From an optimization exercise on the open Yosys and OpenROAD flow, aimed at small area; shortcuts taken in it are not production practice. In this exercise RTL edits were held to simulation tests only and were not proved equivalent to the original. Power is estimated from default activity; no workload was simulated.

**flow/config.mk**
```make
export PLATFORM = sky130hd
export DESIGN_NAME = hb_interp
export DESIGN_NICKNAME = hb_interp
export VERILOG_FILES = /design/flow/design.v
export SDC_FILE = /design/flow/constraint.sdc
export NUM_CORES = 4
export LEC_CHECK = 0
export CAP_MARGIN = 20
export CORE_MARGIN = 2
export CORE_UTILIZATION = 70
export SLEW_MARGIN = 20
```
**flow/constraint.sdc**
```tcl
create_clock -name core_clock -period 14.0 [get_ports {clk}]
set_input_delay 2.8000 -clock core_clock [delete_from_list [all_inputs] [get_ports {clk}]]
set_output_delay 2.8000 -clock core_clock [all_outputs]
set_load 0.01 [all_outputs]
```
**flow/design.v**
```verilog
module hb_interp #(
    parameter int WIDTH = 16
) (
    input  logic             clk,
    input  logic             rst,
    input  logic             bypass,
    input  logic             run,
    input  logic [8:0]       cpo,
    input  logic             stb_in,
    input  logic [WIDTH-1:0] data_in,
    output logic             stb_out,
    output logic [WIDTH-1:0] data_out,
    output logic             ovf
);
    logic [9:0]              s_q;
    logic [WIDTH-1:0]        dly_q [16];
    logic [4:0]              vcnt_q;
    logic [21:0]             acc_q;
    logic [1-1:0]           cr_q;
    logic [WIDTH-1:0]        fb0_q, fb1_q;
    logic                    c_pend_q;
    logic [8:0]              c_cnt_q;
    logic [1:0]              c_off_q;
    logic                    stb_out_q;
    logic [WIDTH-1:0]        data_out_q;
    logic                    ovf_q;
    logic [3:0] ph;
    logic slot_free_d, accept_d, drop_d, f_emit_d, c_emit_d;
    logic [15:0] vld;
    logic [3:0] lane [16];
    logic [4:0] r0, r1, r2, r3, r4, r5, r6, r7;
    logic [WIDTH-1:0] cval;
    logic [21:0] acc_d, res_v, res;
    logic [16:0] fv;
    logic [1-1:0] cr_d;
    logic [WIDTH-1:0] f_sat;
    logic [1:0] off_e;
    function automatic logic [WIDTH-1:0] pick4(input logic [WIDTH-1:0] a, b, c, d,
                                               input logic sa, sb, sc, sd);
        pick4 = ({WIDTH{sa}} & a) | ({WIDTH{sb}} & b) | ({WIDTH{sc}} & c) | ({WIDTH{sd}} & d);
    endfunction
    function automatic logic [4:0] add4(input logic [3:0] a, b);
        logic c;
        c = 1'b0;
        for (int i = 0; i < 4; i++) begin
            add4[i] = a[i] ^ b[i] ^ c;
            c = (a[i] & b[i]) | (a[i] & c) | (b[i] & c);
        end
        add4[4] = c;
    endfunction
    function automatic logic [21:0] add22(input logic [21:0] a, b);
        logic c;
        c = 1'b0;
        for (int i = 0; i < 22; i++) begin
            add22[i] = a[i] ^ b[i] ^ c;
            c = (a[i] & b[i]) | (a[i] & c) | (b[i] & c);
        end
    endfunction
    function automatic logic [15:0] thermo(input logic [3:0] n);
        case (n)
            4'd0: thermo = 16'h0000;
            4'd1: thermo = 16'h0001;
            4'd2: thermo = 16'h0003;
            4'd3: thermo = 16'h0007;
            4'd4: thermo = 16'h000f;
            4'd5: thermo = 16'h001f;
            4'd6: thermo = 16'h003f;
            4'd7: thermo = 16'h007f;
            4'd8: thermo = 16'h00ff;
            4'd9: thermo = 16'h01ff;
            4'd10: thermo = 16'h03ff;
            4'd11: thermo = 16'h07ff;
            4'd12: thermo = 16'h0fff;
            4'd13: thermo = 16'h1fff;
            4'd14: thermo = 16'h3fff;
            4'd15: thermo = 16'h7fff;
            default: thermo = 16'h0000;
        endcase
    endfunction
    function automatic logic [8:0] dec9(input logic [8:0] a);
        logic b;
        b = 1'b1;
        for (int i = 0; i < 9; i++) begin
            dec9[i] = a[i] ^ b;
            b = b & !a[i];
        end
    endfunction
    function automatic logic [4:0] inc5(input logic [4:0] a);
        logic c;
        c = 1'b1;
        for (int i = 0; i < 5; i++) begin
            inc5[i] = a[i] ^ c;
            c = c & a[i];
        end
    endfunction
    always_comb begin
        ph = s_q[3:0];
        vld = vcnt_q[4] ? 16'hffff : thermo(vcnt_q[3:0]);
        for (int i = 0; i < 16; i++) begin
            for (int b = 0; b < 3; b++) begin
                lane[i][b] = vld[i] & ((ph[0] & dly_q[i][b]) | (ph[1] & dly_q[i][4+b]) |
                                       (ph[2] & dly_q[i][8+b]) | (ph[3] & dly_q[i][12+b]));
            end
            lane[i][3] = (vld[i] & ((ph[0] & dly_q[i][3]) | (ph[1] & dly_q[i][7]) | (ph[2] & dly_q[i][11]))) |
                         (ph[3] & !(vld[i] & dly_q[i][15]));
        end
        r0 = add4(lane[0], lane[15]);
        r1 = add4(lane[1], lane[14]);
        r2 = add4(lane[2], lane[13]);
        r3 = add4(lane[3], lane[12]);
        r4 = add4(lane[4], lane[11]);
        r5 = add4(lane[5], lane[10]);
        r6 = add4(lane[6], lane[9]);
        r7 = add4(lane[7], lane[8]);
        res = add22(acc_q, res_v);
        fv  = {~res[21], res[20:5]};
        if (fv[16] != fv[15]) f_sat = fv[16] ? 16'h8000 : 16'h7fff;
        else                  f_sat = fv[15:0];
        slot_free_d = !(s_q[0] | s_q[1] | s_q[2]);
        accept_d    = !bypass && run && stb_in && slot_free_d;
        drop_d      = !bypass && run && stb_in && !slot_free_d;
        f_emit_d    = run && s_q[9];
        c_emit_d    = run && c_pend_q && (c_cnt_q == 9'd1);
        off_e[0] = ^{s_q[5:0], accept_d};
        off_e[1] = (|{s_q[5:0], accept_d}) & !off_e[0];
        cval = pick4(dly_q[7], dly_q[8], dly_q[9], dly_q[10],
                     c_off_q == 2'd0 && vld[7], c_off_q == 2'd1 && vld[8],
                     c_off_q == 2'd2 && vld[9], c_off_q == 2'd3 && vld[10]);
    end
    logic bs0, bs1, bs2, bs3, bs4, bs5, bs6, bs7, bs8, bs9, bs10, bs11, bs12, bs13, bs14, bs15, bs16, bs17, bs19, bs20, bs21, kc5, kc6, kc8, kc12, kc13, s1, c1, s2, c2, s3, c3, s4, c4, s5, c5, s6, c6, s7, c7, s8, c8, s9, c9, s10, c10, s11, c11, s12, c12, s13, c13, s14, c14, s15, c15, s16, c16, s17, c17, s18, c18, s19, c19, s20, c20, s21, c21, s22, c22, s23, c23, s24, c24, s25, c25, s26, c26, s27, c27, s28, c28, s29, c29, s30, c30, s31, c31, s32, c32, s33, c33, s34, c34, s35, c35, s36, c36, s37, c37, s38, c38, s39, c39, s40, c40, s41, c41, s42, c42, s43, c43, s44, c44, s45, c45, s46, c46, s47, c47, s48, c48, s49, c49, s50, c50, s51, c51, s52, c52, s53, c53, s54, c54, s55, c55, s56, c56, s57, c57, s58, c58, s59, c59, s60, c60, s61, c61, s62, c62, s63, c63, s64, c64, s65, c65, s66, c66, s67, c67, s68, c68, s69, c69, s70, c70, s71, c71, s72, c72, s73, c73, s74, c74, s75, c75, s76, c76, s77, c77, s78, c78, s79, c79, s80, c80, s81, c81, s82, c82, s83, c83, s84, c84, s85, c85, s86, c86, s87, c87, s88, c88, s89, c89, s90, c90, s91, c91, s92, c92, s93, c93, s94, c94, s95, c95, s96, c96, s97, c97, s98, c98, s99, c99, s100, c100, s101, c101, s102, c102, s103, c103, s104, c104, s105, c105, s106, c106, s107, c107, s108, c108, s109, c109, s110, c110, s111, c111, s112, c112, s113, c113, s114, c114, s115, c115, s116, c116, s117, c117, s118, c118, s119, c119, s120, c120, s121, c121, s122, c122, s123, c123, s124, c124, s125, c125, s126, c126, s127, c127, s128, c128, s129, c129, s130, c130, s131, c131, s132, c132, s133, c133, s134, c134, s135, c135, s136, c136, s137, c137, s138, c138, s139, c139, s140, c140, s141, c141, s142, c142, s143, c143, s144, c144, s145, c145, s146, c146, s147, c147, s148, c148, s149, c149, s150, c150, s151, c151, s152, c152, s153, c153, s154, c154, s155, c155, s156, c156, s157, c157, s158, c158, s159, c159, s160, c160, s161, c161, s162, c162, s163, c163, s164, c164, s165, c165, s166, c166, s167, c167, s168, c168, s169, c169, s170, c170, s171, c171, s172, c172, s173, c173, s174, c174, s175, c175, s176, c176, s177, c177, s178, c178, s179, c179, s180, c180, s181, c181, s182, c182, s183, c183, s184, c184, s185, c185, s186, c186, s187, c187, s188, c188, s189, c189, s190, c190, s191, c191, s192, c192, s193, c193, s194, c194, s195, c195, s196, c196, s197, c197, s198, c198, s199, c199, s200, c200, s201, c201, s202, c202, s203, c203, s204, c204, s205, c205, s206, c206, s207, c207, s208, c208, s209, c209;
    assign bs0 = ph[0] ? 1'b0 : acc_q[4];
    assign bs1 = ph[0] ? 1'b0 : acc_q[5];
    assign bs2 = ph[0] ? 1'b0 : acc_q[6];
    assign bs3 = ph[0] ? 1'b0 : acc_q[7];
    assign bs4 = ph[0] ? 1'b0 : acc_q[8];
    assign bs5 = ph[0] ? 1'b1 : acc_q[9];
    assign kc5 = !ph[0];
    assign bs6 = ph[0] ? 1'b1 : acc_q[10];
    assign kc6 = !ph[0] & !ph[3];
    assign bs7 = ph[0] ? 1'b0 : acc_q[11];
    assign bs8 = ph[0] ? 1'b0 : acc_q[12];
    assign kc8 = ph[3];
    assign bs9 = ph[0] ? 1'b0 : acc_q[13];
    assign bs10 = ph[0] ? 1'b0 : acc_q[14];
    assign bs11 = ph[0] ? 1'b0 : acc_q[15];
    assign bs12 = ph[0] ? 1'b1 : acc_q[16];
    assign kc12 = !ph[0];
    assign bs13 = ph[0] ? 1'b1 : acc_q[17];
    assign kc13 = !ph[0];
    assign bs14 = ph[0] ? 1'b0 : acc_q[18];
    assign bs15 = ph[0] ? 1'b0 : acc_q[19];
    assign bs16 = ph[0] ? 1'b1 : acc_q[20];
    assign bs17 = ph[0] ? 1'b0 : acc_q[21];
    assign bs19 = ph[0] | (!ph[0] & !ph[3]) | ph[3];
    assign bs20 = ph[0] | (!ph[0] & !ph[3]) | ph[3];
    assign bs21 = ph[0] | (!ph[0] & !ph[3]) | ph[3];
    assign s1 = r1[1] ^ r3[3];
    assign c1 = r1[1] | r3[3];
    assign s2 = r1[2] ^ r3[4] ^ r5[0];
    assign c2 = (r1[2] & r3[4]) | (r1[2] & r5[0]) | (r3[4] & r5[0]);
    assign s3 = r6[3] ^ r7[4] ^ r7[1];
    assign c3 = (r6[3] & r7[4]) | (r6[3] & r7[1]) | (r7[4] & r7[1]);
    assign s4 = r0[4] ^ r0[2];
    assign c4 = r0[4] & r0[2];
    assign s5 = r1[3] ^ r5[1] ^ r6[4];
    assign c5 = (r1[3] & r5[1]) | (r1[3] & r6[4]) | (r5[1] & r6[4]);
    assign s6 = r1[4] ^ r1[0] ^ r5[2];
    assign c6 = (r1[4] & r1[0]) | (r1[4] & r5[2]) | (r1[0] & r5[2]);
    assign s7 = r0[0] ^ r1[1];
    assign c7 = r0[0] | r1[1];
    assign s8 = r0[1] ^ r1[2] ^ r2[0];
    assign c8 = (r0[1] & r1[2]) | (r0[1] & r2[0]) | (r1[2] & r2[0]);
    assign s9 = r1[0] ^ r3[2] ^ r6[1];
    assign c9 = (r1[0] & r3[2]) | (r1[0] & r6[1]) | (r3[2] & r6[1]);
    assign s10 = r0[2] ^ r7[2];
    assign c10 = r0[2] & ~r7[2];
    assign s11 = r6[2] ^ r7[3] ^ r7[0];
    assign c11 = (r6[2] & r7[3]) | (r6[2] & r7[0]) | (r7[3] & r7[0]);
    assign s12 = s1 ^ r0[3] ^ r0[1];
    assign c12 = (s1 & r0[3]) | (s1 & r0[1]) | (r0[3] & r0[1]);
    assign s13 = r1[3] ^ r2[3] ^ r2[0];
    assign c13 = (r1[3] & r2[3]) | (r1[3] & r2[0]) | (r2[3] & r2[0]);
    assign s14 = c1 ^ s2 ^ s3;
    assign c14 = (c1 & s2) | (c1 & s3) | (s2 & s3);
    assign s15 = s4 ^ r0[0] ^ r1[4];
    assign c15 = (s4 & r0[0]) | (s4 & r1[4]) | (r0[0] & r1[4]);
    assign s16 = r2[4] ^ r2[1] ^ r3[0];
    assign c16 = (r2[4] & r2[1]) | (r2[4] & r3[0]) | (r2[1] & r3[0]);
    assign s17 = r4[4] ^ r4[2];
    assign c17 = r4[4] & r4[2];
    assign s18 = c2 ^ c3 ^ s5;
    assign c18 = (c2 & c3) | (c2 & s5) | (c3 & s5);
    assign s19 = ~r7[2] ^ c4 ^ r0[3];
    assign c19 = (~r7[2] & c4) | (~r7[2] & r0[3]) | (c4 & r0[3]);
    assign s20 = r0[1] ^ r2[2] ^ r3[1];
    assign c20 = (r0[1] & r2[2]) | (r0[1] & r3[1]) | (r2[2] & r3[1]);
    assign s21 = r4[3] ^ r4[0] ^ bs5;
    assign c21 = (r4[3] & r4[0]) | (r4[3] & bs5) | (r4[0] & bs5);
    assign s22 = c5 ^ s6 ^ r5[0];
    assign c22 = (c5 & s6) | (c5 & r5[0]) | (s6 & r5[0]);
    assign s23 = r7[3] ^ r7[0] ^ ~r0[4];
    assign c23 = (r7[3] & r7[0]) | (r7[3] & ~r0[4]) | (r7[0] & ~r0[4]);
    assign s24 = r0[2] ^ r2[3] ^ r3[2];
    assign c24 = (r0[2] & r2[3]) | (r0[2] & r3[2]) | (r2[3] & r3[2]);
    assign s25 = r4[4] ^ r4[1] ^ bs6;
    assign c25 = (r4[4] & r4[1]) | (r4[4] & bs6) | (r4[1] & bs6);
    assign s26 = c6 ^ r3[0] ^ r5[3];
    assign c26 = (c6 & r3[0]) | (c6 & r5[3]) | (r3[0] & r5[3]);
    assign s27 = r5[1] ^ r6[0] ^ r7[4];
    assign c27 = (r5[1] & r6[0]) | (r5[1] & r7[4]) | (r6[0] & r7[4]);
    assign s28 = ~r7[1] ^ s7 ^ r0[3];
    assign c28 = (~r7[1] & s7) | (~r7[1] & r0[3]) | (s7 & r0[3]);
    assign s29 = r2[4] ^ r3[3] ^ r4[2];
    assign c29 = (r2[4] & r3[3]) | (r2[4] & r4[2]) | (r3[3] & r4[2]);
    assign s30 = c7 ^ s8 ^ r3[1];
    assign c30 = (c7 & s8) | (c7 & r3[1]) | (s8 & r3[1]);
    assign s31 = r5[4] ^ r5[2] ^ r5[0];
    assign c31 = (r5[4] & r5[2]) | (r5[4] & r5[0]) | (r5[2] & r5[0]);
    assign s32 = r6[1] ^ r7[2] ^ ~r0[4];
    assign c32 = (r6[1] & r7[2]) | (r6[1] & ~r0[4]) | (r7[2] & ~r0[4]);
    assign s33 = r3[4] ^ r4[3] ^ bs8;
    assign c33 = (r3[4] & r4[3]) | (r3[4] & bs8) | (r4[3] & bs8);
    assign s34 = c8 ^ r0[2] ^ r1[3];
    assign c34 = (c8 & r0[2]) | (c8 & r1[3]) | (r0[2] & r1[3]);
    assign s35 = r2[1] ^ r3[2] ^ r5[3];
    assign c35 = (r2[1] & r3[2]) | (r2[1] & r5[3]) | (r3[2] & r5[3]);
    assign s36 = r5[1] ^ r6[2] ^ r7[3];
    assign c36 = (r5[1] & r6[2]) | (r5[1] & r7[3]) | (r6[2] & r7[3]);
    assign s37 = r1[0] ^ r4[4] ^ r7[0];
    assign c37 = (r1[0] & r4[4]) | (r1[0] & r7[0]) | (r4[4] & r7[0]);
    assign s38 = r0[3] ^ r1[4] ^ r2[2];
    assign c38 = (r0[3] & r1[4]) | (r0[3] & r2[2]) | (r1[4] & r2[2]);
    assign s39 = r2[0] ^ r3[3] ^ r3[0];
    assign c39 = (r2[0] & r3[3]) | (r2[0] & r3[0]) | (r3[3] & r3[0]);
    assign s40 = r5[4] ^ r5[2] ^ r6[3];
    assign c40 = (r5[4] & r5[2]) | (r5[4] & r6[3]) | (r5[2] & r6[3]);
    assign s41 = ~r7[4] ^ r1[1] ^ r7[1];
    assign c41 = (~r7[4] & r1[1]) | (~r7[4] & r7[1]) | (r1[1] & r7[1]);
    assign s42 = r0[4] ^ r2[3] ^ r2[1];
    assign c42 = (r0[4] & r2[3]) | (r0[4] & r2[1]) | (r2[3] & r2[1]);
    assign s43 = r3[4] ^ r3[1] ^ r5[3];
    assign c43 = (r3[4] & r3[1]) | (r3[4] & r5[3]) | (r3[1] & r5[3]);
    assign s44 = ~r6[4] ^ r1[2] ^ r4[0];
    assign c44 = (~r6[4] & r1[2]) | (~r6[4] & r4[0]) | (r1[2] & r4[0]);
    assign s45 = r2[4] ^ r2[2] ^ r3[2];
    assign c45 = (r2[4] & r2[2]) | (r2[4] & r3[2]) | (r2[2] & r3[2]);
    assign s46 = r5[4] ^ r5[0] ^ ~r1[3];
    assign c46 = (r5[4] & r5[0]) | (r5[4] & ~r1[3]) | (r5[0] & ~r1[3]);
    assign s47 = r3[0] ^ r4[1];
    assign c47 = r3[0] & r4[1];
    assign s48 = r2[3] ^ r3[3] ^ r4[0];
    assign c48 = (r2[3] & r3[3]) | (r2[3] & r4[0]) | (r3[3] & r4[0]);
    assign s49 = ~r5[1] ^ r1[4] ^ r3[1];
    assign c49 = (~r5[1] & r1[4]) | (~r5[1] & r3[1]) | (r1[4] & r3[1]);
    assign s50 = r4[2] ^ r6[0];
    assign c50 = r4[2] & r6[0];
    assign s51 = r2[4] ^ r3[4] ^ r4[1];
    assign c51 = (r2[4] & r3[4]) | (r2[4] & r4[1]) | (r3[4] & r4[1]);
    assign s52 = ~r5[2] ^ r3[2] ^ r4[3];
    assign c52 = (~r5[2] & r3[2]) | (~r5[2] & r4[3]) | (r3[2] & r4[3]);
    assign s53 = r4[2] ^ r5[3] ^ r6[0];
    assign c53 = (r4[2] & r5[3]) | (r4[2] & r6[0]) | (r5[3] & r6[0]);
    assign s54 = r4[3] ^ r5[4];
    assign c54 = r4[3] | r5[4];
    assign s55 = r3[0] ^ r7[0] ^ ~r0[0];
    assign c55 = (r3[0] & r7[0]) | (r3[0] & ~r0[0]) | (r7[0] & ~r0[0]);
    assign s56 = r3[1] ^ r6[0] ^ r7[1];
    assign c56 = (r3[1] & r6[0]) | (r3[1] & r7[1]) | (r6[0] & r7[1]);
    assign s57 = r0[1] ^ r1[1] ^ r2[1];
    assign c57 = (r0[1] & r1[1]) | (r0[1] & r2[1]) | (r1[1] & r2[1]);
    assign s58 = s9 ^ s10 ^ ~r0[0];
    assign c58 = (s9 & s10) | (s9 & ~r0[0]) | (s10 & ~r0[0]);
    assign s59 = r1[2] ^ r2[2] ^ r4[2];
    assign c59 = (r1[2] & r2[2]) | (r1[2] & r4[2]) | (r2[2] & r4[2]);
    assign s60 = r4[0] ^ r5[2];
    assign c60 = r4[0] & r5[2];
    assign s61 = c9 ^ s11 ^ ~c10;
    assign c61 = (c9 & s11) | (c9 & ~c10) | (s11 & ~c10);
    assign s62 = s12 ^ s13 ^ r4[3];
    assign c62 = (s12 & s13) | (s12 & r4[3]) | (s13 & r4[3]);
    assign s63 = r4[1] ^ r5[3] ^ bs3;
    assign c63 = (r4[1] & r5[3]) | (r4[1] & bs3) | (r5[3] & bs3);
    assign s64 = c11 ^ s14 ^ ~c12;
    assign c64 = (c11 & s14) | (c11 & ~c12) | (s14 & ~c12);
    assign s65 = c13 ^ s15 ^ s16;
    assign c65 = (c13 & s15) | (c13 & s16) | (s15 & s16);
    assign s66 = s17 ^ r5[4] ^ bs4;
    assign c66 = (s17 & r5[4]) | (s17 & bs4) | (r5[4] & bs4);
    assign s67 = c14 ^ s18 ^ ~c15;
    assign c67 = (c14 & s18) | (c14 & ~c15) | (s18 & ~c15);
    assign s68 = c16 ^ c17 ^ s19;
    assign c68 = (c16 & c17) | (c16 & s19) | (c17 & s19);
    assign s69 = s20 ^ s21 ^ kc5;
    assign c69 = (s20 & s21) | (s20 & kc5) | (s21 & kc5);
    assign s70 = c18 ^ s22 ^ s23;
    assign c70 = (c18 & s22) | (c18 & s23) | (s22 & s23);
    assign s71 = c19 ^ c20 ^ c21;
    assign c71 = (c19 & c20) | (c19 & c21) | (c20 & c21);
    assign s72 = s24 ^ s25 ^ kc6;
    assign c72 = (s24 & s25) | (s24 & kc6) | (s25 & kc6);
    assign s73 = c22 ^ c23 ^ s26;
    assign c73 = (c22 & c23) | (c22 & s26) | (c23 & s26);
    assign s74 = ~s27 ^ c24 ^ c25;
    assign c74 = (~s27 & c24) | (~s27 & c25) | (c24 & c25);
    assign s75 = s28 ^ s29 ^ bs7;
    assign c75 = (s28 & s29) | (s28 & bs7) | (s29 & bs7);
    assign s76 = c26 ^ c27 ^ s30;
    assign c76 = (c26 & c27) | (c26 & s30) | (c27 & s30);
    assign s77 = s31 ^ s32 ^ ~c28;
    assign c77 = (s31 & s32) | (s31 & ~c28) | (s32 & ~c28);
    assign s78 = c29 ^ s33 ^ kc8;
    assign c78 = (c29 & s33) | (c29 & kc8) | (s33 & kc8);
    assign s79 = c30 ^ c31 ^ c32;
    assign c79 = (c30 & c31) | (c30 & c32) | (c31 & c32);
    assign s80 = s34 ^ s35 ^ s36;
    assign c80 = (s34 & s35) | (s34 & s36) | (s35 & s36);
    assign s81 = c33 ^ s37 ^ bs9;
    assign c81 = (c33 & s37) | (c33 & bs9) | (s37 & bs9);
    assign s82 = c34 ^ c35 ^ c36;
    assign c82 = (c34 & c35) | (c34 & c36) | (c35 & c36);
    assign s83 = s38 ^ s39 ^ s40;
    assign c83 = (s38 & s39) | (s38 & s40) | (s39 & s40);
    assign s84 = c37 ^ s41 ^ bs10;
    assign c84 = (c37 & s41) | (c37 & bs10) | (s41 & bs10);
    assign s85 = c38 ^ c39 ^ c40;
    assign c85 = (c38 & c39) | (c38 & c40) | (c39 & c40);
    assign s86 = s42 ^ s43 ^ ~c41;
    assign c86 = (s42 & s43) | (s42 & ~c41) | (s43 & ~c41);
    assign s87 = s44 ^ r7[2] ^ bs11;
    assign c87 = (s44 & r7[2]) | (s44 & bs11) | (r7[2] & bs11);
    assign s88 = c42 ^ c43 ^ s45;
    assign c88 = (c42 & c43) | (c42 & s45) | (c43 & s45);
    assign s89 = ~s46 ^ c44 ^ s47;
    assign c89 = (~s46 & c44) | (~s46 & s47) | (c44 & s47);
    assign s90 = r7[3] ^ bs12 ^ kc12;
    assign c90 = (r7[3] & bs12) | (r7[3] & kc12) | (bs12 & kc12);
    assign s91 = c45 ^ c46 ^ s48;
    assign c91 = (c45 & c46) | (c45 & s48) | (c46 & s48);
    assign s92 = c47 ^ s49 ^ s50;
    assign c92 = (c47 & s49) | (c47 & s50) | (s49 & s50);
    assign s93 = r7[4] ^ bs13 ^ kc13;
    assign c93 = (r7[4] & bs13) | (r7[4] & kc13) | (bs13 & kc13);
    assign s94 = c48 ^ s51 ^ ~c49;
    assign c94 = (c48 & s51) | (c48 & ~c49) | (s51 & ~c49);
    assign s95 = c50 ^ s52 ^ r5[0];
    assign c95 = (c50 & s52) | (c50 & r5[0]) | (s52 & r5[0]);
    assign s96 = r6[1] ^ r7[0] ^ bs14;
    assign c96 = (r6[1] & r7[0]) | (r6[1] & bs14) | (r7[0] & bs14);
    assign s97 = c51 ^ s53 ^ ~c52;
    assign c97 = (c51 & s53) | (c51 & ~c52) | (s53 & ~c52);
    assign s98 = r3[3] ^ r4[4] ^ r5[1];
    assign c98 = (r3[3] & r4[4]) | (r3[3] & r5[1]) | (r4[4] & r5[1]);
    assign s99 = r6[2] ^ r7[1] ^ bs15;
    assign c99 = (r6[2] & r7[1]) | (r6[2] & bs15) | (r7[1] & bs15);
    assign s100 = c53 ^ r6[1] ^ ~s54;
    assign c100 = (c53 & r6[1]) | (c53 & ~s54) | (r6[1] & ~s54);
    assign s101 = r3[4] ^ r5[2] ^ r6[3];
    assign c101 = (r3[4] & r5[2]) | (r3[4] & r6[3]) | (r5[2] & r6[3]);
    assign s102 = r7[2] ^ r7[0] ^ bs16;
    assign c102 = (r7[2] & r7[0]) | (r7[2] & bs16) | (r7[0] & bs16);
    assign s103 = c54 ^ r4[4] ^ r6[2];
    assign c103 = (c54 & r4[4]) | (c54 & r6[2]) | (r4[4] & r6[2]);
    assign s104 = r5[3] ^ r6[4] ^ r7[3];
    assign c104 = (r5[3] & r6[4]) | (r5[3] & r7[3]) | (r6[4] & r7[3]);
    assign s105 = r7[1] ^ bs17;
    assign c105 = r7[1] & bs17;
    assign s106 = r5[4] ^ r6[3];
    assign c106 = r5[4] & ~r6[3];
    assign s107 = ~s55 ^ r1[0] ^ r2[0];
    assign c107 = (~s55 & r1[0]) | (~s55 & r2[0]) | (r1[0] & r2[0]);
    assign s108 = c55 ^ s56 ^ ~s57;
    assign c108 = (c55 & s56) | (c55 & ~s57) | (s56 & ~s57);
    assign s109 = r4[1] ^ r5[1];
    assign c109 = r4[1] & r5[1];
    assign s110 = c56 ^ s58 ^ ~c57;
    assign c110 = (c56 & s58) | (c56 & ~c57) | (s58 & ~c57);
    assign s111 = s59 ^ s60 ^ bs2;
    assign c111 = (s59 & s60) | (s59 & bs2) | (s60 & bs2);
    assign s112 = c58 ^ s61 ^ ~c59;
    assign c112 = (c58 & s61) | (c58 & ~c59) | (s61 & ~c59);
    assign s113 = c60 ^ s62 ^ s63;
    assign c113 = (c60 & s62) | (c60 & s63) | (s62 & s63);
    assign s114 = c61 ^ s64 ^ ~c62;
    assign c114 = (c61 & s64) | (c61 & ~c62) | (s64 & ~c62);
    assign s115 = c63 ^ s65 ^ s66;
    assign c115 = (c63 & s65) | (c63 & s66) | (s65 & s66);
    assign s116 = c64 ^ s67 ^ ~c65;
    assign c116 = (c64 & s67) | (c64 & ~c65) | (s67 & ~c65);
    assign s117 = c66 ^ s68 ^ s69;
    assign c117 = (c66 & s68) | (c66 & s69) | (s68 & s69);
    assign s118 = c67 ^ s70 ^ ~c68;
    assign c118 = (c67 & s70) | (c67 & ~c68) | (s70 & ~c68);
    assign s119 = c69 ^ s71 ^ s72;
    assign c119 = (c69 & s71) | (c69 & s72) | (s71 & s72);
    assign s120 = c70 ^ s73 ^ ~c71;
    assign c120 = (c70 & s73) | (c70 & ~c71) | (s73 & ~c71);
    assign s121 = c72 ^ s74 ^ s75;
    assign c121 = (c72 & s74) | (c72 & s75) | (s74 & s75);
    assign s122 = c73 ^ s76 ^ s77;
    assign c122 = (c73 & s76) | (c73 & s77) | (s76 & s77);
    assign s123 = c74 ^ c75 ^ s78;
    assign c123 = (c74 & c75) | (c74 & s78) | (c75 & s78);
    assign s124 = c76 ^ c77 ^ s79;
    assign c124 = (c76 & c77) | (c76 & s79) | (c77 & s79);
    assign s125 = ~s80 ^ c78 ^ s81;
    assign c125 = (~s80 & c78) | (~s80 & s81) | (c78 & s81);
    assign s126 = c79 ^ c80 ^ s82;
    assign c126 = (c79 & c80) | (c79 & s82) | (c80 & s82);
    assign s127 = ~s83 ^ c81 ^ s84;
    assign c127 = (~s83 & c81) | (~s83 & s84) | (c81 & s84);
    assign s128 = c82 ^ c83 ^ s85;
    assign c128 = (c82 & c83) | (c82 & s85) | (c83 & s85);
    assign s129 = ~s86 ^ c84 ^ s87;
    assign c129 = (~s86 & c84) | (~s86 & s87) | (c84 & s87);
    assign s130 = c85 ^ c86 ^ s88;
    assign c130 = (c85 & c86) | (c85 & s88) | (c86 & s88);
    assign s131 = c87 ^ s89 ^ s90;
    assign c131 = (c87 & s89) | (c87 & s90) | (s89 & s90);
    assign s132 = c88 ^ s91 ^ ~c89;
    assign c132 = (c88 & s91) | (c88 & ~c89) | (s91 & ~c89);
    assign s133 = c90 ^ s92 ^ s93;
    assign c133 = (c90 & s92) | (c90 & s93) | (s92 & s93);
    assign s134 = c91 ^ s94 ^ ~c92;
    assign c134 = (c91 & s94) | (c91 & ~c92) | (s94 & ~c92);
    assign s135 = c93 ^ s95 ^ s96;
    assign c135 = (c93 & s95) | (c93 & s96) | (s95 & s96);
    assign s136 = c94 ^ s97 ^ ~c95;
    assign c136 = (c94 & s97) | (c94 & ~c95) | (s97 & ~c95);
    assign s137 = c96 ^ s98 ^ s99;
    assign c137 = (c96 & s98) | (c96 & s99) | (s98 & s99);
    assign s138 = c97 ^ s100 ^ ~c98;
    assign c138 = (c97 & s100) | (c97 & ~c98) | (s100 & ~c98);
    assign s139 = c99 ^ s101 ^ s102;
    assign c139 = (c99 & s101) | (c99 & s102) | (s101 & s102);
    assign s140 = c100 ^ s103 ^ ~c101;
    assign c140 = (c100 & s103) | (c100 & ~c101) | (s103 & ~c101);
    assign s141 = c102 ^ s104 ^ s105;
    assign c141 = (c102 & s104) | (c102 & s105) | (s104 & s105);
    assign s142 = c103 ^ s106 ^ ~c104;
    assign c142 = (c103 & s106) | (c103 & ~c104) | (s106 & ~c104);
    assign s143 = c105 ^ r7[4] ^ r7[2];
    assign c143 = (c105 & r7[4]) | (c105 & r7[2]) | (r7[4] & r7[2]);
    assign s144 = ~r6[4] ^ c106 ^ r7[3];
    assign c144 = (~r6[4] & c106) | (~r6[4] & r7[3]) | (c106 & r7[3]);
    assign s145 = s107 ^ r4[0];
    assign c145 = s107 & r4[0];
    assign s146 = ~s108 ^ c107 ^ s109;
    assign c146 = (~s108 & c107) | (~s108 & s109) | (c107 & s109);
    assign s147 = c108 ^ s110 ^ ~c109;
    assign c147 = (c108 & s110) | (c108 & ~c109) | (s110 & ~c109);
    assign s148 = c110 ^ s112 ^ ~c111;
    assign c148 = (c110 & s112) | (c110 & ~c111) | (s112 & ~c111);
    assign s149 = c112 ^ s114 ^ ~c113;
    assign c149 = (c112 & s114) | (c112 & ~c113) | (s114 & ~c113);
    assign s150 = c114 ^ s116 ^ ~c115;
    assign c150 = (c114 & s116) | (c114 & ~c115) | (s116 & ~c115);
    assign s151 = c116 ^ s118 ^ ~c117;
    assign c151 = (c116 & s118) | (c116 & ~c117) | (s118 & ~c117);
    assign s152 = c118 ^ s120 ^ ~c119;
    assign c152 = (c118 & s120) | (c118 & ~c119) | (s120 & ~c119);
    assign s153 = c120 ^ s122 ^ ~c121;
    assign c153 = (c120 & s122) | (c120 & ~c121) | (s122 & ~c121);
    assign s154 = c122 ^ s124 ^ ~c123;
    assign c154 = (c122 & s124) | (c122 & ~c123) | (s124 & ~c123);
    assign s155 = c124 ^ s126 ^ ~c125;
    assign c155 = (c124 & s126) | (c124 & ~c125) | (s126 & ~c125);
    assign s156 = c126 ^ s128 ^ ~c127;
    assign c156 = (c126 & s128) | (c126 & ~c127) | (s128 & ~c127);
    assign s157 = c128 ^ s130 ^ ~c129;
    assign c157 = (c128 & s130) | (c128 & ~c129) | (s130 & ~c129);
    assign s158 = c130 ^ s132 ^ ~c131;
    assign c158 = (c130 & s132) | (c130 & ~c131) | (s132 & ~c131);
    assign s159 = c132 ^ s134 ^ ~c133;
    assign c159 = (c132 & s134) | (c132 & ~c133) | (s134 & ~c133);
    assign s160 = c134 ^ s136 ^ ~c135;
    assign c160 = (c134 & s136) | (c134 & ~c135) | (s136 & ~c135);
    assign s161 = c136 ^ s138 ^ ~c137;
    assign c161 = (c136 & s138) | (c136 & ~c137) | (s138 & ~c137);
    assign s162 = c138 ^ s140 ^ ~c139;
    assign c162 = (c138 & s140) | (c138 & ~c139) | (s140 & ~c139);
    assign s163 = c140 ^ s142 ^ ~c141;
    assign c163 = (c140 & s142) | (c140 & ~c141) | (s142 & ~c141);
    assign s164 = ~c142 ^ c143 ^ s144;
    assign c164 = (~c142 & c143) | (~c142 & s144) | (c143 & s144);
    assign s165 = c144 ^ r7[4];
    assign c165 = c144 & r7[4];
    assign s166 = s145 ^ r5[0];
    assign c166 = s145 & r5[0];
    assign s167 = c145 ^ s146 ^ bs1;
    assign c167 = (c145 & s146) | (c145 & bs1) | (s146 & bs1);
    assign s168 = ~s147 ^ c146 ^ s111;
    assign c168 = (~s147 & c146) | (~s147 & s111) | (c146 & s111);
    assign s169 = c147 ^ s148 ^ ~s113;
    assign c169 = (c147 & s148) | (c147 & ~s113) | (s148 & ~s113);
    assign s170 = c148 ^ s149 ^ ~s115;
    assign c170 = (c148 & s149) | (c148 & ~s115) | (s149 & ~s115);
    assign s171 = c149 ^ s150 ^ ~s117;
    assign c171 = (c149 & s150) | (c149 & ~s117) | (s150 & ~s117);
    assign s172 = c150 ^ s151 ^ ~s119;
    assign c172 = (c150 & s151) | (c150 & ~s119) | (s151 & ~s119);
    assign s173 = c151 ^ s152 ^ ~s121;
    assign c173 = (c151 & s152) | (c151 & ~s121) | (s152 & ~s121);
    assign s174 = c152 ^ s153 ^ ~s123;
    assign c174 = (c152 & s153) | (c152 & ~s123) | (s153 & ~s123);
    assign s175 = c153 ^ s154 ^ ~s125;
    assign c175 = (c153 & s154) | (c153 & ~s125) | (s154 & ~s125);
    assign s176 = c154 ^ s155 ^ ~s127;
    assign c176 = (c154 & s155) | (c154 & ~s127) | (s155 & ~s127);
    assign s177 = c155 ^ s156 ^ ~s129;
    assign c177 = (c155 & s156) | (c155 & ~s129) | (s156 & ~s129);
    assign s178 = c156 ^ s157 ^ ~s131;
    assign c178 = (c156 & s157) | (c156 & ~s131) | (s157 & ~s131);
    assign s179 = c157 ^ s158 ^ ~s133;
    assign c179 = (c157 & s158) | (c157 & ~s133) | (s158 & ~s133);
    assign s180 = c158 ^ s159 ^ ~s135;
    assign c180 = (c158 & s159) | (c158 & ~s135) | (s159 & ~s135);
    assign s181 = c159 ^ s160 ^ ~s137;
    assign c181 = (c159 & s160) | (c159 & ~s137) | (s160 & ~s137);
    assign s182 = c160 ^ s161 ^ ~s139;
    assign c182 = (c160 & s161) | (c160 & ~s139) | (s161 & ~s139);
    assign s183 = c161 ^ s162 ^ ~s141;
    assign c183 = (c161 & s162) | (c161 & ~s141) | (s162 & ~s141);
    assign s184 = c162 ^ s163 ^ ~s143;
    assign c184 = (c162 & s163) | (c162 & ~s143) | (s163 & ~s143);
    assign s185 = ~c163 ^ s164 ^ bs19;
    assign c185 = (~c163 & s164) | (~c163 & bs19) | (s164 & bs19);
    assign s186 = c164 ^ s165 ^ bs20;
    assign c186 = (c164 & s165) | (c164 & bs20) | (s165 & bs20);
    assign s187 = c165 ^ bs21;
    assign c187 = c165 & bs21;
    assign s188 = s166 ^ bs0;
    assign c188 = s166 & bs0;
    assign s189 = c166 ^ s167 ^ c188;
    assign c189 = (c166 & s167) | (c166 & c188) | (s167 & c188);
    assign s190 = c167 ^ s168 ^ c189;
    assign c190 = (c167 & s168) | (c167 & c189) | (s168 & c189);
    assign s191 = c168 ^ ~s169 ^ c190;
    assign c191 = (c168 & ~s169) | (c168 & c190) | (~s169 & c190);
    assign s192 = c169 ^ s170 ^ ~c191;
    assign c192 = (c169 & s170) | (c169 & ~c191) | (s170 & ~c191);
    assign s193 = c170 ^ s171 ^ c192;
    assign c193 = (c170 & s171) | (c170 & c192) | (s171 & c192);
    assign s194 = c171 ^ s172 ^ c193;
    assign c194 = (c171 & s172) | (c171 & c193) | (s172 & c193);
    assign s195 = c172 ^ s173 ^ c194;
    assign c195 = (c172 & s173) | (c172 & c194) | (s173 & c194);
    assign s196 = c173 ^ s174 ^ c195;
    assign c196 = (c173 & s174) | (c173 & c195) | (s174 & c195);
    assign s197 = c174 ^ s175 ^ c196;
    assign c197 = (c174 & s175) | (c174 & c196) | (s175 & c196);
    assign s198 = c175 ^ s176 ^ c197;
    assign c198 = (c175 & s176) | (c175 & c197) | (s176 & c197);
    assign s199 = c176 ^ s177 ^ c198;
    assign c199 = (c176 & s177) | (c176 & c198) | (s177 & c198);
    assign s200 = c177 ^ s178 ^ c199;
    assign c200 = (c177 & s178) | (c177 & c199) | (s178 & c199);
    assign s201 = c178 ^ s179 ^ c200;
    assign c201 = (c178 & s179) | (c178 & c200) | (s179 & c200);
    assign s202 = c179 ^ s180 ^ c201;
    assign c202 = (c179 & s180) | (c179 & c201) | (s180 & c201);
    assign s203 = c180 ^ s181 ^ c202;
    assign c203 = (c180 & s181) | (c180 & c202) | (s181 & c202);
    assign s204 = c181 ^ s182 ^ c203;
    assign c204 = (c181 & s182) | (c181 & c203) | (s182 & c203);
    assign s205 = c182 ^ s183 ^ c204;
    assign c205 = (c182 & s183) | (c182 & c204) | (s183 & c204);
    assign s206 = c183 ^ s184 ^ c205;
    assign c206 = (c183 & s184) | (c183 & c205) | (s184 & c205);
    assign s207 = c184 ^ ~s185 ^ c206;
    assign c207 = (c184 & ~s185) | (c184 & c206) | (~s185 & c206);
    assign s208 = c185 ^ s186 ^ ~c207;
    assign c208 = (c185 & s186) | (c185 & ~c207) | (s186 & ~c207);
    assign s209 = c186 ^ s187 ^ c208;
    assign c209 = (c186 & s187) | (c186 & c208) | (s187 & c208);
    assign acc_d = {s209, s208, ~s207, ~s206, ~s205, ~s204, ~s203, ~s202, ~s201, ~s200, ~s199, ~s198, ~s197, ~s196, ~s195, ~s194, ~s193, ~s192, s191, s190, s189, s188};
    assign cr_d = 1'b0;
    assign res_v = {1'b0, 1'b0, 1'b0, 1'b0, 1'b0, 1'b0, 1'b0, 1'b0, 1'b0, 1'b0, 1'b0, 1'b0, 1'b0, 1'b0, 1'b0, 1'b0, 1'b0, 1'b0, 1'b0, 1'b0, 1'b0, 1'b0};
    always_ff @(posedge clk) begin
        if (accept_d) begin
            for (int i = 15; i > 0; i--) dly_q[i] <= dly_q[i-1];
            dly_q[0] <= data_in;
        end
        acc_q <= acc_d;
        cr_q  <= cr_d;
        if (s_q[4]) begin
            fb1_q <= fb0_q;
            fb0_q <= f_sat;
        end
        if (f_emit_d) begin
            c_cnt_q <= cpo;
            c_off_q <= off_e;
        end else begin
            c_cnt_q <= dec9(c_cnt_q);
            c_off_q <= {c_off_q[1] ^ (c_off_q[0] & accept_d), c_off_q[0] ^ accept_d};
        end
        if (rst) begin
            s_q        <= '0;
            vcnt_q     <= '0;
            c_pend_q   <= 1'b0;
            stb_out_q  <= 1'b0;
            data_out_q <= '0;
            ovf_q      <= 1'b0;
        end else begin
            s_q <= {s_q[8:0] & {9{run}}, accept_d};
            if (accept_d && !vcnt_q[4]) vcnt_q <= inc5(vcnt_q);
            if (!run)            c_pend_q <= 1'b0;
            else if (f_emit_d)   c_pend_q <= 1'b1;
            else if (c_emit_d)   c_pend_q <= 1'b0;
            if (drop_d || (f_emit_d && c_pend_q)) ovf_q <= 1'b1;
            if (bypass) begin
                stb_out_q <= stb_in;
                if (stb_in) data_out_q <= data_in;
            end else begin
                stb_out_q <= f_emit_d || c_emit_d;
                if (f_emit_d)      data_out_q <= s_q[5] ? fb1_q : fb0_q;
                else if (c_emit_d) data_out_q <= cval;
            end
        end
    end
    assign stb_out  = stb_out_q;
    assign data_out = data_out_q;
    assign ovf      = ovf_q;
endmodule
```
**flow/flow/run.sh**
```bash
#!/bin/bash
# Standard synthesis, then inverters pushed through full adders (fixinv.py), then the standard
# layout with clock-tree dummy loads off and single-drive port buffers.
set -euo pipefail
R=orfs/results/${FLOW_PLATFORM}/hb_interp/base
export CTS_ARGS="-sink_clustering_enable -repair_clock_nets -dont_use_dummy_load -buf_list sky130_fd_sc_hd__clkbuf_8 -sink_clustering_size 14 -sink_clustering_max_diameter 60"
export BUFFER_PORTS_ARGS="-buffer_cell sky130_fd_sc_hd__buf_1"
bash standard.sh synth > synth.log 2>&1
openroad -python -no_init -exit flow/fixinv.py "$R/1_synth.odb" "$R/1_synth.odb" > fixinv.log 2>&1
bash standard.sh finish > finish.log 2>&1
```
**flow/flow/fixinv.py**
```python
# Push inverters through full-adder cells: FA(~a,~b,~c) = ~FA(a,b,c).
# Chooses, for each full adder, whether to implement it on complemented signals so that as few
# inverters as possible remain, then rewires the netlist with at most one inverter per signal.
import odb, sys, random
src, dst = sys.argv[1], sys.argv[2]
db = odb.dbDatabase.create()
odb.read_db(db, src)
block = db.getChip().getBlock()
INVM = db.findMaster("sky130_fd_sc_hd__inv_1")

def is_inv(inst):
    n = inst.getMaster().getName()
    return n.startswith("sky130_fd_sc_hd__inv_") or n.startswith("sky130_fd_sc_hd__clkinv_")
def is_fa(inst):
    return inst.getMaster().getName().startswith("sky130_fd_sc_hd__fa_")
def sig_iterms(inst):
    return [it for it in inst.getITerms() if it.getNet() is not None and it.getNet().getSigType() == "SIGNAL"]
def driver(net):
    for it in net.getITerms():
        if it.isOutputSignal(): return it
    return None

# inverters we may remove: no port on either side
free_inv = []
for inst in block.getInsts():
    if not is_inv(inst): continue
    a = inst.findITerm("A").getNet(); y = inst.findITerm("Y").getNet()
    if a is None or y is None: continue
    if len(a.getBTerms()) or len(y.getBTerms()): continue
    free_inv.append(inst)
free_set = set(i.getName() for i in free_inv)

root_cache = {}
def root(net):
    k = net.getName()
    if k in root_cache: return root_cache[k]
    d = driver(net)
    if d is not None and d.getInst().getName() in free_set:
        r, p = root(d.getInst().findITerm("A").getNet())
        res = (r, p ^ 1)
    else:
        res = (net, 0)
    root_cache[k] = res
    return res

# consumers per root: list of (iterm or bterm, pol, fa_inst_name or None)
cons = {}
roots = {}
for net in block.getNets():
    if net.getSigType() != "SIGNAL": continue
    r, p = root(net)
    rk = r.getName(); roots[rk] = r
    lst = cons.setdefault(rk, [])
    for it in net.getITerms():
        if it.isOutputSignal(): continue
        inst = it.getInst()
        if inst.getName() in free_set: continue
        lst.append((it, p, inst.getName() if is_fa(inst) else None))
    for bt in net.getBTerms():
        if bt.getIoType() == "OUTPUT":
            lst.append((bt, p, None))

fas = [i for i in block.getInsts() if is_fa(i)]
fa_out_roots = {}   # fa name -> root names driven
drv_fa = {}         # root name -> fa name
for f in fas:
    for pin in ("SUM", "COUT"):
        n = f.findITerm(pin).getNet()
        if n is None: continue
        drv_fa[n.getName()] = f.getName()
fa_in_roots = {f.getName(): set() for f in fas}
for rk, lst in cons.items():
    for (it, p, fn) in lst:
        if fn is not None: fa_in_roots[fn].add(rk)
fa_touch = {}
for f in fas:
    fn = f.getName()
    s = set(fa_in_roots[fn])
    for pin in ("SUM", "COUT"):
        n = f.findITerm(pin).getNet()
        if n is not None: s.add(n.getName())
    fa_touch[fn] = s

flip = {f.getName(): 0 for f in fas}
def cost(rk):
    dp = flip[drv_fa[rk]] if rk in drv_fa else 0
    need = set()
    for (it, p, fn) in cons.get(rk, []):
        need.add(p ^ (flip[fn] if fn else 0))
    return 1 if any(q != dp for q in need) else 0

total = sum(cost(rk) for rk in cons)
print("inverters before:", len(free_inv), "signals needing one (no flips):", total)
import math
random.seed(1)
order = [f.getName() for f in fas]
best = (total, dict(flip)); cur = total
N = 60000
for step in range(N):
    T = 1.5 * (1 - step / N) + 0.02
    fn = random.choice(order)
    before = sum(cost(rk) for rk in fa_touch[fn])
    flip[fn] ^= 1
    after = sum(cost(rk) for rk in fa_touch[fn])
    d = after - before
    if d <= 0 or random.random() < math.exp(-d / T):
        cur += d
        if cur < best[0]: best = (cur, dict(flip))
    else:
        flip[fn] ^= 1
flip = best[1]
total = sum(cost(rk) for rk in cons)
print("signals needing an inverter after flips:", total, "flipped:", sum(flip.values()))

# rebuild
cnt = [0]
inv_net = {}
def get_inv(rk):
    if rk in inv_net: return inv_net[rk]
    cnt[0] += 1
    n = odb.dbNet_create(block, f"pinv_n{cnt[0]}")
    i = odb.dbInst_create(block, INVM, f"pinv_{cnt[0]}")
    i.findITerm("A").connect(roots[rk])
    i.findITerm("Y").connect(n)
    inv_net[rk] = n
    return n
moves = []
for rk, lst in cons.items():
    dp = flip[drv_fa[rk]] if rk in drv_fa else 0
    for (it, p, fn) in lst:
        q = p ^ (flip[fn] if fn else 0)
        moves.append((it, rk, q != dp))
for (it, rk, inv) in moves:
    target = get_inv(rk) if inv else roots[rk]
    if isinstance(it, odb.dbITerm):
        if it.getNet() is None or it.getNet().getName() != target.getName():
            it.disconnect(); it.connect(target)
    else:
        if it.getNet().getName() != target.getName():
            raise SystemExit("output port would need rewiring: " + it.getName())
for inst in free_inv:
    odb.dbInst_destroy(inst)
for net in list(block.getNets()):
    if net.getSigType() == "SIGNAL" and len(net.getITerms()) == 0 and len(net.getBTerms()) == 0:
        odb.dbNet_destroy(net)
print("inverters after:", cnt[0])
odb.write_db(db, dst)
```
**flow/standard.sh**
```bash
#!/bin/bash
# synth_recipe.tcl (not shown) runs the flow's synth.tcl, then flattens the netlist and writes it again
# the make line also repeats each setting of config.mk as NAME=value (left out here)
make -C /OpenROAD-flow-scripts/flow DESIGN_CONFIG=/design/flow/config.mk WORK_HOME=/design/flow/orfs CLKGATE_MAP_FILE= SYNTH_SCRIPT=/design/flow/synth_recipe.tcl "${@:-finish}"
```
==> results of run 1 <==
## worst max path at each step
stage                            from                 to  slack [ns]  depth (start not counted)
detailed placement  s_q[1]$_SDFF_PP0_  acc_q[21]$_DFF_P_        0.70                         34
global route        s_q[1]$_SDFF_PP0_  acc_q[21]$_DFF_P_        0.21                         34
CTS                 s_q[1]$_SDFF_PP0_  acc_q[21]$_DFF_P_        0.65                         34
global placement    s_q[1]$_SDFF_PP0_  acc_q[21]$_DFF_P_        0.91                         34
finish              s_q[1]$_SDFF_PP0_  acc_q[21]$_DFF_P_        0.71                         33
floorplan           s_q[3]$_SDFF_PP0_  acc_q[21]$_DFF_P_        1.21                         37
## flip-flops by register name, indices dropped and copies added, names as in the netlist, named ones only
register    cells
fb0_q          16
c_off_q         2
s_q            10
acc_q          18
c_cnt_q         9
vcnt_q          5
data_out_q     16
dly_q         256
fb1_q          16
c_pend_q        1
stb_out_q       1
ovf_q           1
## routing by layer
layer  global-route usage  share of wire
met1               0.5119           0.38
met2               0.5463           0.46
met3               0.1178           0.13
met4               0.1226          0.037
met5                    0        0.00026
## critical path: cells and delay by family, from the launching register on
family / cells / cell delay (ns)
fa+ha+maj: 26 / 11.06
flops: 1 / 0.72
buf+inv: 3 / 0.68
compound gates: 2 / 0.37
xor+xnor: 2 / 0.33
## layout make-up
type / count / area (µm²)
clock buffers: 35 / 481.7
inverters: 116 / 435.4
fillers: 1676 / 6780
flip-flops and latches: 366 / 10220
repair buffers: 69 / 374.1
multi-input cells: 768 / 8011
well taps: 341 / 426.7
## stage by stage
stage	utilization	hold slack [ns]	std cells	total power (W)	instance area, µm²
2_1_floorplan	-	0.4057	1311	0.001697	18880
3_3_place_gp	0.7267	0.4120	1659	0.001851	19420
3_5_place_dp	0.7272	0.4113	1659	0.001891	19430
4_1_cts	0.7452	0.3883	1694	0.002439	19920
5_1_grt	0.7463	0.3924	1695	0.002554	19950
6_report	0.7463	0.3860	1695	0.002426	19950
## where the power goes
part / switching (W) / internal, W / total [W]
Sequential: 0.0000703 / 0.00125 / 0.00132
Combinational: 0.000308 / 0.000234 / 0.000541
Clock: 0.000339 / 0.000224 / 0.000563
Total: 0.000717 / 0.00171 / 0.00243
==> notes.md, run 1 <==
floorplan row count 60; core box area 26,730 µm²; Worst Hold End dly_q[1][14]$_DFFE_PP_; CTS tree yes; fin crit share 0.9492; fmax 0.07525 GHz; Avg Vias per Cell 6.731; Setup Fix Bufs, Post-CTS 0; RSZ-0062 raised after global routing false; Min-Delay Path Depth 0; # resized after CTS 0; Die X 168.2 µm; setup TNS 0 ns; outcome no timing/DRC/antenna violations; setup violators final 0; Fin. Hold Viols 0; Final nets 1,636; Initial DRC Count 1,737; Worst-Margin Slew 1.072 ns; residual DRC count 0; clk slew on worst S/H paths 0.10 ns; Worst Reg-to-Reg Cells 33; VDD IR max 0.1234 mV; CP max stage cell dfxtp_2; R2R Path End acc_q[21]$_DFF_P_; Critical Path RT 14.45 ns; WL/cell 29.13 µm; Initial DRT Pass Iterations 6; Antenna diodes 0; Syn Area/Cell 14.40 µm²; min cycle time layout 13.29 ns; cell area after synthesis 18,880 µm²; root buf cell clkbuf_8; vias in the first global route 11,638; Crit Path Category reg -> reg; H-tree depth 2; crit end category flip-flop; I/O pins 48; Arrival @ worst endpoint 13.74 ns; Slew HR 0.2857; HP Class reg -> reg; initial antenna violation count 1; clock skew 0.06253 ns; I/O Buffers 47; DR vias 11,409; power density cells 121.6 nW/µm²; drt total wl 49.37 mm; r2r setup slk 0.71 ns; clock sinks 366; placer's final routability congestion estimate 0.9730; Hold Crit Start dly_q[0][14]$_DFFE_PP_; Clock Tree Buf Depth 3; CTS Hold Bufs 0; most frequent cells in the layout 288 x edfxtp_1, 210 x fa_1, 126 x a22oi_1; Starting Density 0.7064; Setup WS post-layout 0.7105 ns; Die Area 28,300 µm²; first-pass GRT wire length 73.71 mm; post-DP HPWL 37.79 mm; Final Max Tran Viols 0; Yosys warning total 3; most common cell after layout, fill and taps aside edfxtp_1; clock latency (worst-skew pair) 0.57 ns; area delta synth->final 5.654%; Global Route Usage Sum 0.3632; Critical R2R Launch s_q[1]$_SDFF_PP0_; Synth Instances 1,311; Num CTS Buffers 35; share of cells above drive strength 1 0.05539; most used cell, CP fa_1; crit path launch type flip-flop; Lkg Pwr 6.766 nW; Slowest Stage Delay on Critical Path 0.72 ns; worst-path maximum fanout 25; die height 168.2 µm; pre-CTS setup slack 0.6982 ns; maxcap violations 0; post-route antenna net violation count 0; Syn Nets 1,591; GRT overflow 0; pin count of the biggest net entering global routing 90
==> run 2: changes to the inputs <==
==> flow/flow/run.sh (replaced) <==
#!/bin/bash
# Standard synthesis, then inverters pushed through full adders (fixinv.py), then the standard
# layout with clock-tree dummy loads off and single-drive port buffers.
set -euo pipefail
R=orfs/results/${FLOW_PLATFORM}/hb_interp/base
export CTS_ARGS="-sink_clustering_enable -repair_clock_nets -dont_use_dummy_load -buf_list sky130_fd_sc_hd__clkbuf_16 -sink_clustering_size 24 -sink_clustering_max_diameter 100"
export BUFFER_PORTS_ARGS="-buffer_cell sky130_fd_sc_hd__buf_1"
bash standard.sh synth > synth.log 2>&1
openroad -python -no_init -exit flow/fixinv.py "$R/1_synth.odb" "$R/1_synth.odb" > fixinv.log 2>&1
bash standard.sh finish > finish.log 2>&1
==> notes.md, run 2 <==
first-pass GRT wire length 73.41 mm (-0.40%); RSZ-0062 raised after global routing false; placed insts 1,659 (unchanged); setup TNS 0 ns (unchanged); power density cells 122.5 nW/µm² (+0.70%); initial antenna violation count 1 (unchanged); post-DP HPWL 37.79 mm (unchanged); share of cells above drive strength 1 0.04481 (-0.01058); Slew HR 0.2694 (-0.01625); most common cell after layout, fill and taps aside edfxtp_1; clock sinks 366 (unchanged); die height 168.2 µm (unchanged); Yosys warning total 3 (unchanged); core box area 26,730 µm² (unchanged); Global Route Usage Sum 0.3619 (-0.001281); residual DRC count 0 (unchanged); Die Area 28,300 µm² (unchanged); floorplan row count 60 (unchanged); biggest regs dly_q: 256 flops, acc_q: 18 flops; Die X 168.2 µm (unchanged); Worst-Margin Slew 1.096 ns (+0.02438 ns); CP max stage cell dfxtp_2; WL/cell 29.29 µm (+0.57%); Syn Nets 1,591 (unchanged); min cycle time layout 13.35 ns (+0.05820 ns); Fin. Hold Viols 0 (unchanged); Post-DP Area 19,430 µm² (unchanged); Lkg Pwr 6.761 nW (about the same); maxcap violations 0 (unchanged); DR vias 11,331 (-0.68%); crit end category flip-flop; cell area after synthesis 18,880 µm² (unchanged); area delta synth->final 5.766%; most frequent cells in the layout 288 x edfxtp_1, 210 x fa_1, 126 x a22oi_1; drt total wl 49.24 mm (-0.27%); CTS tree yes; Starting Density 0.7064 (unchanged); Clock Tree Buf Depth 3 (unchanged); number of flip-flops in the largest register 256 (unchanged); CTS Hold Bufs 0 (unchanged); Synth Instances 1,311 (unchanged); pin count of the biggest net entering global routing 90 (unchanged); vias in the first global route 11,514 (-1.1%); Avg Vias per Cell 6.741 (+0.14%); VDD IR max 0.1236 mV (+0.16%); post-route antenna net violation count 0 (unchanged); root buf cell clkbuf_16; Slowest Stage Delay on Critical Path 0.71 ns (about the same); Setup Fix Bufs, Post-CTS 0 (unchanged); crit path launch type flip-flop; HP Class reg -> reg; GRT overflow 0 (unchanged); fillers 1,660 (-0.95%); Biggest register dly_q; H-tree depth 1 (-1); r2r setup slk 0.65 ns (-0.06 ns); Final Max Tran Viols 0 (unchanged); # resized after CTS 0 (unchanged); I/O pins 48 (unchanged); setup violators final 0 (unchanged); worst-path maximum fanout 25 (unchanged); Initial DRT Pass Iterations 6 (unchanged); clk slew on worst S/H paths 0.09 ns (about the same); outcome no timing/DRC/antenna violations; fin crit share 0.9534 (+0.004157); I/O Buffers 47 (unchanged); Arrival @ worst endpoint 13.77 ns (+0.03 ns); Layout Cells excl Fill 1,681 (-0.83%); Syn Area/Cell 14.40 µm² (unchanged); Critical Path RT 14.42 ns (-0.03 ns); Final nets 1,621 (-0.92%); placer's final routability congestion estimate 0.9730 (unchanged); clock latency (worst-skew pair) 0.55 ns (-0.02 ns); Num CTS Buffers 20 (-43%); Crit Path Category reg -> reg; most used cell, CP fa_1; Initial DRC Count 1,660 (-4.4%); fmax 0.07492 GHz (-0.44%); post-route design area 19,970 µm² (+0.11%); clock skew 0.06674 ns (+0.004201 ns)
-- run 2: final timing paths --
path,startpoint,to,depth (start not counted)
max,s_q[1]$_SDFF_PP0_,acc_q[21]$_DFF_P_,34
min,s_q[7]$_SDFF_PP0_,s_q[8]$_SDFF_PP0_,1
max reg2reg,s_q[1]$_SDFF_PP0_,acc_q[21]$_DFF_P_,34
min reg2reg,s_q[7]$_SDFF_PP0_,s_q[8]$_SDFF_PP0_,1
-- run 2: final cells by class --
type / count / area, µm² / area share
clock buffers: 20 / 500.5 / 0.02507
inverters: 116 / 435.4 / 0.02181
repair buffers: 69 / 374.1 / 0.01874
diodes: 1 / 2.502 / 0.0001253
well taps: 341 / 426.7 / 0.02137
flip-flops and latches: 366 / 10220 / 0.5117
multi-input cells: 768 / 8011 / 0.4012
-- run 2: critical path: cells and delay by family (launching register included) --
family	cells	cell delay, ns
xor+xnor	2	0.33
fa+ha+maj	26	10.87
flops	1	0.71
compound gates	2	0.34
buf+inv	4	0.95
-- run 2: per-stage QoR --
step                  util  total power, W  hold slack [ns]  setup WS (ns)
global route        0.7470        0.002576           0.4519         0.1865
floorplan                -        0.001697           0.4057          1.207
detailed placement  0.7272        0.001891           0.4113         0.6982
CTS                 0.7459        0.002463           0.4341         0.6150
finish              0.7471        0.002445           0.4309         0.6523
global placement    0.7267        0.001851           0.4120         0.9119
-- run 2: routing by layer --
layer | track usage | vias up | routed length, µm
li1 | - | 4763 | -
met1 | 0.5084 | 5763 | 18700
met2 | 0.5597 | 719 | 22980
met3 | 0.1180 | 86 | 6237
met4 | 0.09258 | 0 | 1326
met5 | 0 | - | 0
-- run 2: report_power, final --
part	switching (W)	leakage, nW	internal, W
Sequential	0.0000695	3.28	0.00125
Clock	0.000326	0.246	0.000255
Combinational	0.000309	3.24	0.000235
Total	0.000704	6.76	0.00174
==> run 3: changes to the inputs <==
==> flow/flow/run.sh (replaced) <==
#!/bin/bash
# Standard synthesis, then inverters pushed through full adders (fixinv.py), then the standard
# layout with clock-tree dummy loads off and single-drive port buffers.
set -euo pipefail
R=orfs/results/${FLOW_PLATFORM}/hb_interp/base
export CTS_ARGS="-sink_clustering_enable -repair_clock_nets -dont_use_dummy_load -buf_list sky130_fd_sc_hd__clkbuf_16 -sink_clustering_size 20 -sink_clustering_max_diameter 80"
export BUFFER_PORTS_ARGS="-buffer_cell sky130_fd_sc_hd__buf_1"
bash standard.sh synth > synth.log 2>&1
openroad -python -no_init -exit flow/fixinv.py "$R/1_synth.odb" "$R/1_synth.odb" > fixinv.log 2>&1
bash standard.sh finish > finish.log 2>&1
--- a/flow/config.mk
+++ b/flow/config.mk
@@ -7,5 +7,5 @@
 export LEC_CHECK = 0
 export CAP_MARGIN = 20
 export CORE_MARGIN = 2
-export CORE_UTILIZATION = 70
+export CORE_UTILIZATION = 75
 export SLEW_MARGIN = 20
==> notes.md, run 3 <==
most frequent cells in the layout 288 x edfxtp_1, 210 x fa_1, 126 x a22oi_1; setup TNS 0 ns (unchanged); cell area after synthesis 18,880 µm² (unchanged); Crit Path Category reg -> reg; Critical Path Source s_q[0]$_SDFF_PP0_; number of flip-flops in the largest register 256 (unchanged); CTS tree yes; most common cell after layout, fill and taps aside edfxtp_1; CP max stage cell dfxtp_2; HP Class reg -> reg; met3 GRT Util 0.1047 (-0.01335); Final Max Tran Viols 0 (unchanged); fin crit share 0.9703 (+0.01694); Initial DRT Pass Iterations 6 (unchanged); clock sinks 366 (unchanged); Die X 162.7 µm (-3.3%); Syn Nets 1,591 (unchanged); Hold Crit Start dly_q[12][9]$_DFFE_PP_; Yosys warning total 3 (unchanged); Syn Area/Cell 14.40 µm² (unchanged); Critical R2R Launch s_q[0]$_SDFF_PP0_; WL/cell 29.85 µm (+1.9%); Avg Vias per Cell 6.975 (+3.5%); Psw 0.0006994 W (-0.65%); Num CTS Buffers 23 (+15%); most used cell, CP fa_1; Setup Fix Bufs, Post-CTS 0 (unchanged); post-DP HPWL 37.13 mm (-1.7%); I/O Buffers 47 (unchanged); crit path launch type flip-flop; maxcap violations 0 (unchanged); clock latency (worst-skew pair) 0.56 ns (about the same); area delta synth->final 5.859% (about the same); residual DRC count 0 (unchanged); Biggest register dly_q; die height 162.7 µm (-3.3%); share of cells above drive strength 1 0.04335 (-0.001461); Critical Path RT 14.43 ns (about the same); sequential power share 0.532 (-0.008); placer's final routability congestion estimate 0.9672 (-0.60%); fmax 0.07361 GHz (-1.7%); met1 Track Usage GR 0.5734 (+0.06499); outcome no timing/DRC/antenna violations; RSZ-0062 raised after global routing false; Worst-Margin Slew 1.204 ns (+0.1079 ns); H-tree depth 1 (unchanged); setup violators final 0 (unchanged); worst-path maximum fanout 35 (+40%); Die Area 26,460 µm² (-6.5%); Synth Instances 1,311 (unchanged); Starting Density 0.7562 (+0.04985); most used routing layer met2; Slowest Stage Delay on Critical Path 0.68 ns (-0.03 ns); floorplan row count 58 (-3.3%); crit end category flip-flop; vias in the first global route 11,644 (+1.1%); first-pass GRT wire length 74.46 mm (+1.4%); Slew HR 0.1975 (-0.07194); Fin. Hold Viols 0 (unchanged); fillers 1,386 (-17%); pin count of the biggest net entering global routing 212 (+140%); biggest regs dly_q: 256 flops, acc_q: 18 flops; VDD IR max 0.1368 mV (+11%); core box area 24,960 µm² (-6.6%); Clock Tree Buf Depth 3 (unchanged); internal power 0.001783 W (+2.4%); root buf cell clkbuf_16; drt total wl 49.79 mm (+1.1%); Lkg Pwr 6.778 nW (+0.25%); Global Route Usage Sum 0.3976 (+0.03576); power density cells 124.2 nW/µm² (+1.4%); GRT overflow 0 (unchanged); post-route antenna net violation count 0 (unchanged); # resized after CTS 0 (unchanged); Final nets 1,620 (-0.062%); DR vias 11,635 (+2.7%); clock share of power 0.254 (+0.016); initial antenna violation count 2 (+1); clock skew 0.07771 ns (+0.01097 ns); switching part of the total 0.2817 (-0.006147); I/O pins 48 (unchanged); Initial DRC Count 2,230 (+34%); CTS Hold Bufs 0 (unchanged); clk slew on worst S/H paths 0.09 ns (about the same); min cycle time layout 13.58 ns (+0.2371 ns); Arrival @ worst endpoint 14.01 ns (+0.24 ns); Gate power share 0.214 (-0.008); Pwr Total 0.002483 W (+1.5%); M2 GR Usage 0.5936 (+0.03395); Antenna diodes 0 (-1)
==> run 3: cell count changes in the layout (fill, tap and decap cells not counted), sizes merged <==
cell	change
clkbuf	+3
buf	-4
diode	-1
==> run 3: power by group through the flow <==
stage	registers [W]	logic [W]	clock network (W)
final	0.00132	0.000532	0.000630
after global routing	0.00132	0.000626	0.000662
after CTS	0.00131	0.000544	0.000628
after detailed placement	0.00134	0.000538	0
after global placement	0.00134	0.000486	0
after floorplan	0.00130	0.000395	0
==> run 3: final timing paths <==
kind                                                to  slack (ns)  depth (start not counted)
worst max-delay path                 acc_q[21]$_DFF_P_        0.42                         36
worst min-delay path            dly_q[13][9]$_DFFE_PP_        0.43                          0
worst max register to register       acc_q[21]$_DFF_P_        0.42                         36
worst min register to register  dly_q[13][9]$_DFFE_PP_        0.43                          0
==> run 3: per-stage QoR <==
step	setup slack, ns	instance area (µm²)	hold slack [ns]	utilization	cells
floorplan	1.207	18880	0.4057	-	1311
global placement	1.025	19380	0.4083	0.7763	1644
detailed placement	0.6546	19390	0.4189	0.7767	1645
CTS	0.4588	19970	0.4236	0.7998	1668
global route	0.01162	19980	0.4298	0.8005	1668
finish	0.4152	19980	0.4282	0.8005	1668
==> run 3: worst max-delay path: cells and delay by family, from the launching register on <==
family	cells	cell delay [ns]
AO/OA/AOI/OAI	4	0.92
AND/OR/NAND/NOR	1	0.09
adder cells (fa/ha/maj)	25	10.63
XOR/XNOR	2	0.33
buffers and inverters	4	0.81
flip-flops	1	0.68
==> run 3: layout make-up <==
| cell class | instances | area, µm² | share of cell area |
|---|---|---|---|
| Inverter | 116 | 435.4 | 0.02179 |
| Tap cell | 330 | 412.9 | 0.02066 |
| Sequential cell | 366 | 10210 | 0.5111 |
| Timing Repair Buffer | 65 | 327.8 | 0.01640 |
| Multi-Input combinational cell | 768 | 8018 | 0.4012 |
| Clock buffer | 23 | 575.6 | 0.02880 |
==> run 3: per-layer routing <==
| metal | part of all wire | vias up | wire [µm] |
|---|---|---|---|
| li1 | - | 4755 | - |
| met1 | 0.36 | 5783 | 17760 |
| met2 | 0.46 | 933 | 22730 |
| met3 | 0.14 | 162 | 6812 |
| met4 | 0.050 | 2 | 2477 |
| met5 | 0.00026 | - | 13 |

==> static timing again, ports no longer ideal <==
The flow's constraints put no driver on any port. The routed layouts listed below were extracted and timed again, unchanged, in two steps.
Step 1 assumes that a clkbuf_16 drives the clock port and a buf_2 every other input.
Step 2 times the ports against the registers' clock, not the clock port: input delays grow and output delays shrink by t, the midpoint of the rising clock arrivals with the driver on.
a / b / c = ideal ports / drivers / drivers and shift; a / b = the first two.
| run | shift t [ns] | setup WS [ns] | pins driven straight from the clock port |
|---|---|---|---|
| run 1 | 0.587 | 0.711 / 0.711 / 0.711 | 1 |
| run 2 | 0.571 | 0.652 / 0.652 / 0.652 | 1 |
| run 3 | 0.573 | 0.415 / 0.415 / 0.415 | 1 |
After both steps setup and hold are still met in every run listed.
